What follows belongs to an exercise in optimizing a design on an open flow for small area, a short achievable clock period and few clock cycles; a production flow would make more cautious choices.
Function was checked by simulation only, so behaviour that the tests miss may differ from the original.
Power figures rest on the tool's default switching activity, not on a simulated workload.

==> inputs of trial 63 <==
==> flow/design.v <==
`timescale 1ns/1ps
package mem_burst_pkg;
    localparam int ADDR_W         = 32;
    localparam int BEAT_W         = 64;     
    localparam int BEATS_PER_LINE = 4;
    localparam int LINE_W         = BEAT_W * BEATS_PER_LINE;   
    localparam int BEAT_IDX_W     = 2;      
    localparam int LINE_OFFSET_W  = 5;      
    typedef logic [ADDR_W-1:0] addr_t;
    typedef logic [BEAT_W-1:0] beat_t;
    typedef logic [LINE_W-1:0] line_t;
    typedef struct packed {
        addr_t addr;      
        logic  read;      
        logic  write;     
        line_t wdata;     
    } line_req_t;
    typedef struct packed {
        logic  resp;      
        line_t rdata;     
    } line_resp_t;
endpackage
`timescale 1ns/1ps
module beat_counter (
    input  logic                                      clk,
    input  logic                                      rst_n,
    input  logic                                      beat_advance,   
    output logic [mem_burst_pkg::BEATS_PER_LINE-1:0]  beat_oh
);
    always_ff @(posedge clk) begin
        if (!rst_n) begin
            beat_oh <= 4'b0001;
        end else if (beat_advance) begin
            beat_oh <= {beat_oh[2:0], beat_oh[3]};
        end
    end
endmodule
`timescale 1ns/1ps
module line_assembler (
    input  logic                  clk,
    input  logic                  beat_we,      
    input  logic [2:0]            slot_oh,      
    input  mem_burst_pkg::beat_t  bmem_rdata,
    output mem_burst_pkg::line_t  rd_line
);
    mem_burst_pkg::beat_t beat0, beat1, beat2;
    always_ff @(posedge clk) begin
        if (beat_we && slot_oh[0]) beat0 <= bmem_rdata;
        if (beat_we && slot_oh[1]) beat1 <= bmem_rdata;
        if (beat_we && slot_oh[2]) beat2 <= bmem_rdata;
    end
    assign rd_line = {bmem_rdata, beat2, beat1, beat0};
endmodule
`timescale 1ns/1ps
module write_beat_mux (
    input  mem_burst_pkg::line_t                     wr_line,     
    input  logic [mem_burst_pkg::BEATS_PER_LINE-1:0] beat_oh,     
    output mem_burst_pkg::beat_t                     bmem_wdata
);
    localparam int W = mem_burst_pkg::BEAT_W;
    assign bmem_wdata = ({W{beat_oh[0]}} & wr_line[0*W +: W])
                      | ({W{beat_oh[1]}} & wr_line[1*W +: W])
                      | ({W{beat_oh[2]}} & wr_line[2*W +: W])
                      | ({W{beat_oh[3]}} & wr_line[3*W +: W]);
endmodule
`timescale 1ns/1ps
module burst_req_fsm (
    input  logic                     clk,
    input  logic                     rst_n,
    input  mem_burst_pkg::line_req_t icache_req,
    input  mem_burst_pkg::line_req_t dcache_req,
    input  logic                     bmem_ready,
    input  logic                     bmem_rvalid,
    input  logic                     wr_last,         
    output mem_burst_pkg::addr_t     bmem_addr,
    output logic                     bmem_read,
    output logic                     bmem_write,
    output logic                     wr_advance,      
    output logic [2:0]               rd_slot_oh,      
    output logic                     icache_resp_pulse,
    output logic                     dcache_resp_pulse
);
    logic rd_arm;      
    logic rd_busy;     
    logic wr_busy;     
    logic sel_dcache;  
    logic rd_last_i, rd_last_d;
    logic rd_advance;
    logic idle;
    logic rd_done, wr_done, done;
    logic dcache_want, icache_want;
    logic pick_d, pick_i;
    assign dcache_want = dcache_req.read || dcache_req.write;
    assign icache_want = icache_req.read;                       
    assign idle       = !(rd_arm || rd_busy || wr_busy);
    assign rd_advance = rd_busy && bmem_rvalid;
    assign wr_advance = wr_busy && bmem_ready;
    assign rd_done    = (rd_last_i || rd_last_d) && bmem_rvalid;    
    assign wr_done    = wr_last && bmem_ready;                      
    assign done       = rd_done || wr_done;
    assign pick_d = dcache_want && (idle || (done && !sel_dcache));
    assign pick_i = icache_want && ((idle && !dcache_want) || (done && sel_dcache));
    always_ff @(posedge clk) begin
        if (!rst_n) begin
            rd_arm  <= 1'b0;
            rd_busy <= 1'b0;
            wr_busy <= 1'b0;
        end else if (pick_d || pick_i) begin
            rd_arm  <= pick_i || !dcache_req.write;
            rd_busy <= 1'b0;
            wr_busy <= pick_d && dcache_req.write;              
        end else begin
            if (rd_arm && bmem_ready) begin
                rd_arm  <= 1'b0;
                rd_busy <= 1'b1;
            end
            if (rd_done) rd_busy <= 1'b0;
            if (wr_done) wr_busy <= 1'b0;
        end
    end
    always_ff @(posedge clk) begin
        if (pick_d || pick_i) sel_dcache <= pick_d;
    end
    always_ff @(posedge clk) begin
        if (!rst_n) begin
            rd_slot_oh <= 3'b001;
            rd_last_i  <= 1'b0;
            rd_last_d  <= 1'b0;
        end else if (rd_advance) begin
            rd_slot_oh <= {rd_slot_oh[1:0], rd_last_i || rd_last_d};
            rd_last_i  <= rd_slot_oh[2] && !sel_dcache;
            rd_last_d  <= rd_slot_oh[2] && sel_dcache;
        end
    end
    assign bmem_addr  = sel_dcache ? dcache_req.addr : icache_req.addr;
    assign bmem_read  = rd_arm && bmem_ready;                   
    assign bmem_write = wr_busy;
    assign icache_resp_pulse = rd_last_i && bmem_rvalid;
    assign dcache_resp_pulse = (rd_last_d && bmem_rvalid) || wr_done;
endmodule
`timescale 1ns/1ps
module bmem_controller (
    input  logic                     clk,
    input  logic                     rst_n,
    input  mem_burst_pkg::line_req_t  icache_req,     
    output mem_burst_pkg::line_resp_t icache_resp,
    input  mem_burst_pkg::line_req_t  dcache_req,
    output mem_burst_pkg::line_resp_t dcache_resp,
    output mem_burst_pkg::addr_t     bmem_addr,
    output logic                     bmem_read,
    output logic                     bmem_write,
    output mem_burst_pkg::beat_t     bmem_wdata,
    input  logic                     bmem_ready,
    input  mem_burst_pkg::beat_t     bmem_rdata,
    input  logic                     bmem_rvalid
);
    logic                                     wr_advance;
    logic [mem_burst_pkg::BEATS_PER_LINE-1:0] wr_beat_oh;
    logic [2:0]                               rd_slot_oh;
    logic                                     icache_resp_pulse;
    logic                                     dcache_resp_pulse;
    mem_burst_pkg::line_t                     rd_line;
    burst_req_fsm fsm_i (
        .clk               (clk),
        .rst_n             (rst_n),
        .icache_req        (icache_req),
        .dcache_req        (dcache_req),
        .bmem_ready        (bmem_ready),
        .bmem_rvalid       (bmem_rvalid),
        .wr_last           (wr_beat_oh[3]),
        .bmem_addr         (bmem_addr),
        .bmem_read         (bmem_read),
        .bmem_write        (bmem_write),
        .wr_advance        (wr_advance),
        .rd_slot_oh        (rd_slot_oh),
        .icache_resp_pulse (icache_resp_pulse),
        .dcache_resp_pulse (dcache_resp_pulse)
    );
    beat_counter wr_cnt_i (
        .clk          (clk),
        .rst_n        (rst_n),
        .beat_advance (wr_advance),
        .beat_oh      (wr_beat_oh)
    );
    line_assembler line_asm_i (
        .clk        (clk),
        .beat_we    (bmem_rvalid),       
        .slot_oh    (rd_slot_oh),
        .bmem_rdata (bmem_rdata),
        .rd_line    (rd_line)
    );
    write_beat_mux wr_mux_i (
        .wr_line    (dcache_req.wdata),
        .beat_oh    (wr_beat_oh),
        .bmem_wdata (bmem_wdata)
    );
    assign icache_resp.resp  = icache_resp_pulse;
    assign icache_resp.rdata = rd_line;
    assign dcache_resp.resp  = dcache_resp_pulse;
    assign dcache_resp.rdata = rd_line;
endmodule
`timescale 1ns/1ps
module bmem_top (
    input  logic         clk,
    input  logic         rst_n,
    input  logic [31:0]  icache_addr,
    input  logic         icache_read,
    output logic         icache_resp,
    output logic [255:0] icache_rdata,
    input  logic [31:0]  dcache_addr,
    input  logic         dcache_read,
    input  logic         dcache_write,
    input  logic [255:0] dcache_wdata,
    output logic         dcache_resp,
    output logic [255:0] dcache_rdata,
    output logic [31:0]  bmem_addr,
    output logic         bmem_read,
    output logic         bmem_write,
    output logic [63:0]  bmem_wdata,
    input  logic         bmem_ready,
    input  logic [63:0]  bmem_rdata,
    input  logic         bmem_rvalid
);
    mem_burst_pkg::line_req_t  icache_req_s;
    mem_burst_pkg::line_req_t  dcache_req_s;
    mem_burst_pkg::line_resp_t icache_resp_s;
    mem_burst_pkg::line_resp_t dcache_resp_s;
    assign icache_req_s.addr  = icache_addr;
    assign icache_req_s.read  = icache_read;
    assign icache_req_s.write = 1'b0;
    assign icache_req_s.wdata = '0;
    assign dcache_req_s.addr  = dcache_addr;
    assign dcache_req_s.read  = dcache_read;
    assign dcache_req_s.write = dcache_write;
    assign dcache_req_s.wdata = dcache_wdata;
    bmem_controller ctrl_i (
        .clk         (clk),
        .rst_n       (rst_n),
        .icache_req  (icache_req_s),
        .icache_resp (icache_resp_s),
        .dcache_req  (dcache_req_s),
        .dcache_resp (dcache_resp_s),
        .bmem_addr   (bmem_addr),
        .bmem_read   (bmem_read),
        .bmem_write  (bmem_write),
        .bmem_wdata  (bmem_wdata),
        .bmem_ready  (bmem_ready),
        .bmem_rdata  (bmem_rdata),
        .bmem_rvalid (bmem_rvalid)
    );
    assign icache_resp  = icache_resp_s.resp;
    assign icache_rdata = icache_resp_s.rdata;
    assign dcache_resp  = dcache_resp_s.resp;
    assign dcache_rdata = dcache_resp_s.rdata;
endmodule
==> flow/flow/run.sh <==
#!/bin/bash
# Standard layout with two changes: a fixed pin plan (written by flow/pins.py and sourced
# at the end of floorplan through ORFS's IO_CONSTRAINTS hook) that keeps each bit slice's
# ports together, and buf_1 as the port buffer instead of the resizer's default pick.
set -euo pipefail
python3 flow/pins.py 380 > pins.tcl 2> pins.log
export IO_CONSTRAINTS="$PWD/pins.tcl"
export BUFFER_PORTS_ARGS="-buffer_cell sky130_fd_sc_hd__buf_1"
bash standard.sh > flow_standard.log 2>&1
==> flow/flow/pins.py <==
#!/usr/bin/env python3
"""Writes pins.tcl, a fixed pin plan for bmem_top on a square die (side given, um).

The control pins sit at the middle of the bottom edge; next to them, going outward,
the address slices (icache_addr[a], bmem_addr[a], dcache_addr[a]) and then the write
slices (the four dcache_wdata bits that bmem_wdata[k] selects from, and bmem_wdata[k]),
wrapping round the bottom corners. The read slices (bmem_rdata[k] with the eight rdata
outputs it feeds) are spread over the rest of the edge. Every path from an input to an
output then stays inside one slice."""
import sys

side = float(sys.argv[1]) if len(sys.argv) > 1 else 380.0
margin = 12.0
M2_OFF, M2_PITCH = 0.23, 0.46     # vertical layer, bottom and top edges
M3_OFF, M3_PITCH = 0.34, 0.68     # horizontal layer, left and right edges
STEP = 2                          # every second track, as place_pins does by default

def tracks(off, pitch):
    out = []
    i = 0
    while True:
        v = off + pitch * i
        if v > side - margin:
            break
        if v >= margin:
            out.append(round(v, 3))
        i += STEP
    return out

xs = tracks(M2_OFF, M2_PITCH)
ys = tracks(M3_OFF, M3_PITCH)
# slots as (edge, coordinate)
bottom = [("B", x) for x in xs]
top = [("T", x) for x in xs]
left = [("L", y) for y in ys]
right = [("R", y) for y in ys]

ctl = ["icache_read", "dcache_read", "dcache_write", "bmem_write", "bmem_ready", "bmem_read",
       "bmem_rvalid", "icache_resp", "dcache_resp", "rst_n", "clk"]
addr = [[f"icache_addr[{a}]", f"bmem_addr[{a}]", f"dcache_addr[{a}]"] for a in range(32)]
wr = [[f"dcache_wdata[{k}]", f"dcache_wdata[{k+64}]", f"bmem_wdata[{k}]",
       f"dcache_wdata[{k+128}]", f"dcache_wdata[{k+192}]"] for k in range(64)]
rd = [[f"icache_rdata[{k}]", f"dcache_rdata[{k}]", f"icache_rdata[{k+64}]", f"dcache_rdata[{k+64}]",
       f"bmem_rdata[{k}]", f"icache_rdata[{k+192}]", f"dcache_rdata[{k+192}]",
       f"icache_rdata[{k+128}]", f"dcache_rdata[{k+128}]"] for k in range(64)]

# Walk outward from the bottom centre: the left path runs to the bottom-left corner then up
# the left edge; the right path to the bottom-right corner then up the right edge.
mid = len(bottom) // 2
c0 = mid - len(ctl) // 2
assign = {}
for i, n in enumerate(ctl):
    assign[n] = bottom[c0 + i]
lpath = bottom[:c0][::-1] + left
rpath = bottom[c0 + len(ctl):] + right
li = ri = 0
half_a = len(addr) // 2
half_w = len(wr) // 2
lseq = addr[:half_a] + wr[:half_w]
rseq = addr[half_a:] + wr[half_w:]
for g in lseq:
    for n in g[::-1]:
        assign[n] = lpath[li]; li += 1
for g in rseq:
    for n in g:
        assign[n] = rpath[ri]; ri += 1
# Remaining slots: up the rest of the left edge, across the top, down the right edge.
rest = left[li - len(bottom[:c0]):] if li > c0 else left
rest_r = right[ri - len(bottom[c0 + len(ctl):]):] if ri > len(bottom) - c0 - len(ctl) else right
free = rest + top + rest_r[::-1]
n_rd = sum(len(g) for g in rd)
assert n_rd <= len(free), (n_rd, len(free))
# spread the read groups evenly over the free slots
gap = (len(free) - n_rd) / len(rd)
pos = 0.0
for g in rd:
    p = int(round(pos))
    for j, n in enumerate(g):
        assign[n] = free[p + j]
    pos += len(g) + gap

assert len(set(assign.values())) == len(assign) == 1003, len(assign)
lines = []
for n, (e, v) in sorted(assign.items()):
    if e == "B":
        lines.append(f"place_pin -pin_name {{{n}}} -layer met2 -location {{{v} 0.24}} -pin_size {{0.14 0.48}}")
    elif e == "T":
        lines.append(f"place_pin -pin_name {{{n}}} -layer met2 -location {{{v} {side-0.24:.3f}}} -pin_size {{0.14 0.48}}")
    elif e == "L":
        lines.append(f"place_pin -pin_name {{{n}}} -layer met3 -location {{0.4 {v}}} -pin_size {{0.8 0.3}}")
    else:
        lines.append(f"place_pin -pin_name {{{n}}} -layer met3 -location {{{side-0.4:.3f} {v}}} -pin_size {{0.8 0.3}}")
print("\n".join(lines))
==> flow/standard.sh <==
#!/bin/bash
# synth_recipe.tcl (not shown) runs the flow's synth.tcl, then flattens the netlist and writes it again
# the make line also repeats each setting of config.mk as NAME=value (left out here)
make -C /OpenROAD-flow-scripts/flow DESIGN_CONFIG=/design/flow/config.mk WORK_HOME=/design/flow/orfs CLKGATE_MAP_FILE= SYNTH_SCRIPT=/design/flow/synth_recipe.tcl "${@:-finish}"
==> flow/config.mk <==
export PLATFORM = sky130hd
export DESIGN_NAME = bmem_top
export DESIGN_NICKNAME = bmem_top
export VERILOG_FILES = /design/flow/design.v
export SDC_FILE = /design/flow/constraint.sdc
export NUM_CORES = 4
export LEC_CHECK = 0
export CAP_MARGIN = 20
export CORE_AREA = 10 10 370 370
export DIE_AREA = 0 0 380 380
export PLACE_DENSITY = 0.4
export SETUP_SLACK_MARGIN = 2.35
export SLEW_MARGIN = 20
==> flow/constraint.sdc <==
create_clock -name core_clock -period 5.0 [get_ports {clk}]
set_input_delay 1.0000 -clock core_clock [delete_from_list [all_inputs] [get_ports {clk}]]
set_output_delay 1.0000 -clock core_clock [all_outputs]
set_load 0.01 [all_outputs]
==> inputs of trial 7, as changes to trial 63 <==
==> flow/flow/run.sh (replaced) <==
#!/bin/bash
# Standard layout, but the port buffers are the smallest buffer (buf_1)
# instead of the resizer's default pick; timing repair may still upsize them.
set -euo pipefail
export BUFFER_PORTS_ARGS="-buffer_cell sky130_fd_sc_hd__buf_1"
bash standard.sh > flow_standard.log 2>&1
--- a/flow/config.mk
+++ b/flow/config.mk
@@ -10,4 +10,4 @@
 export DIE_AREA = 0 0 380 380
 export PLACE_DENSITY = 0.4
-export SETUP_SLACK_MARGIN = 2.35
+export SETUP_SLACK_MARGIN = 3.0
 export SLEW_MARGIN = 20
removed: flow/flow/pins.py
==> out/qor.yml <==
status:
  status: "finished clean"
final_layout:
  seq_area_um2: 6060
  sh_seq_area_pct: 27.3
  fin_area_um2: 22200
  multi_input_area_share_pct: 12.5
  utilization_pct: 17.2
placement:
  dp_slack_ns: 1.68
timing:
  period_share_pct: 58.0
  post-route-min-period_ns: 2.90
worst_setup_path:
  r2r_start: "ctrl_i.fsm_i.sel_dcache"
power:
  leakagePower_nw: 8.64
  internal_power_mw: 4.02
  clkPwrFrac_pct: 35.6
die:
  io_pins: 1003
hold_path:
  whs_endpoint: "ctrl_i.fsm_i.rd_last_d"
drt:
  wl_per_cell_um: 34.6
# the run above: trial 7

==> out/qor.yml <==
hold_path:
  whs_endpoint: "ctrl_i.fsm_i.rd_slot_oh[1]"
final_layout:
  multi_input_area_share_pct: 14.4
  fillers: 14900
  num-clock-buffers: 28
  sh_seq_area_pct: 38.7
  fin_area_um2: 15600
  utilization_pct: 12.1
  seq_area_um2: 6050
timing:
  post-route-min-period_ns: 2.69
  period_share_pct: 53.8
  finalSetupViolCount: 0
power:
  leakagePower_nw: 4.63
  internal_power_mw: 3.28
drt:
  top_layer: "met4"
  drtIter0Drc: 208
  wl_per_cell_um: 11.7
die:
  io_pins: 0
placement:
  dp_slack_ns: 1.96
logic_synthesis:
  synthMuxAreaShare_pct: 3.42
status:
  status: "finished clean"
global_route:
  grt_max_degree: 48
# the run above: trial 63

Testbench counts of trial 63, summed over its fixed seeds: cycles 13,461.
Testbench counts of trial 7, summed over its fixed seeds: cycles 13,461.

[separate check: timing with driven ports]
In the flow no input, the clock included, has a driving cell. The finished layouts below were timed again as built, in two steps.
Step 1, drivers: a clkbuf_16 drives clk and a buf_2 each remaining input, both assumed.
Step 2 moves the port delays by t, midway between the first and last clock arrival at a register: inputs arrive t later, outputs are due t later. That takes back most of the time a late clock gives input paths.
Slacks: ideal ports / drivers / drivers and shift; pairs: ideal ports / drivers.
run	t (ns)	setup WS [ns]	clock arrival spread, ns	worst data-port slew with drivers (ns)
trial 63	0.619	2.309 / 2.257 / 2.205	0.032 / 0.032	0.06
trial 7	0.635	2.098 / 2.037 / 2.151	0.049 / 0.049	0.27
After both steps every run listed still meets setup and hold. For trial 63, which loses most, drivers alone change the setup slack by -0.052 ns; drivers and shift together by -0.104 ns.
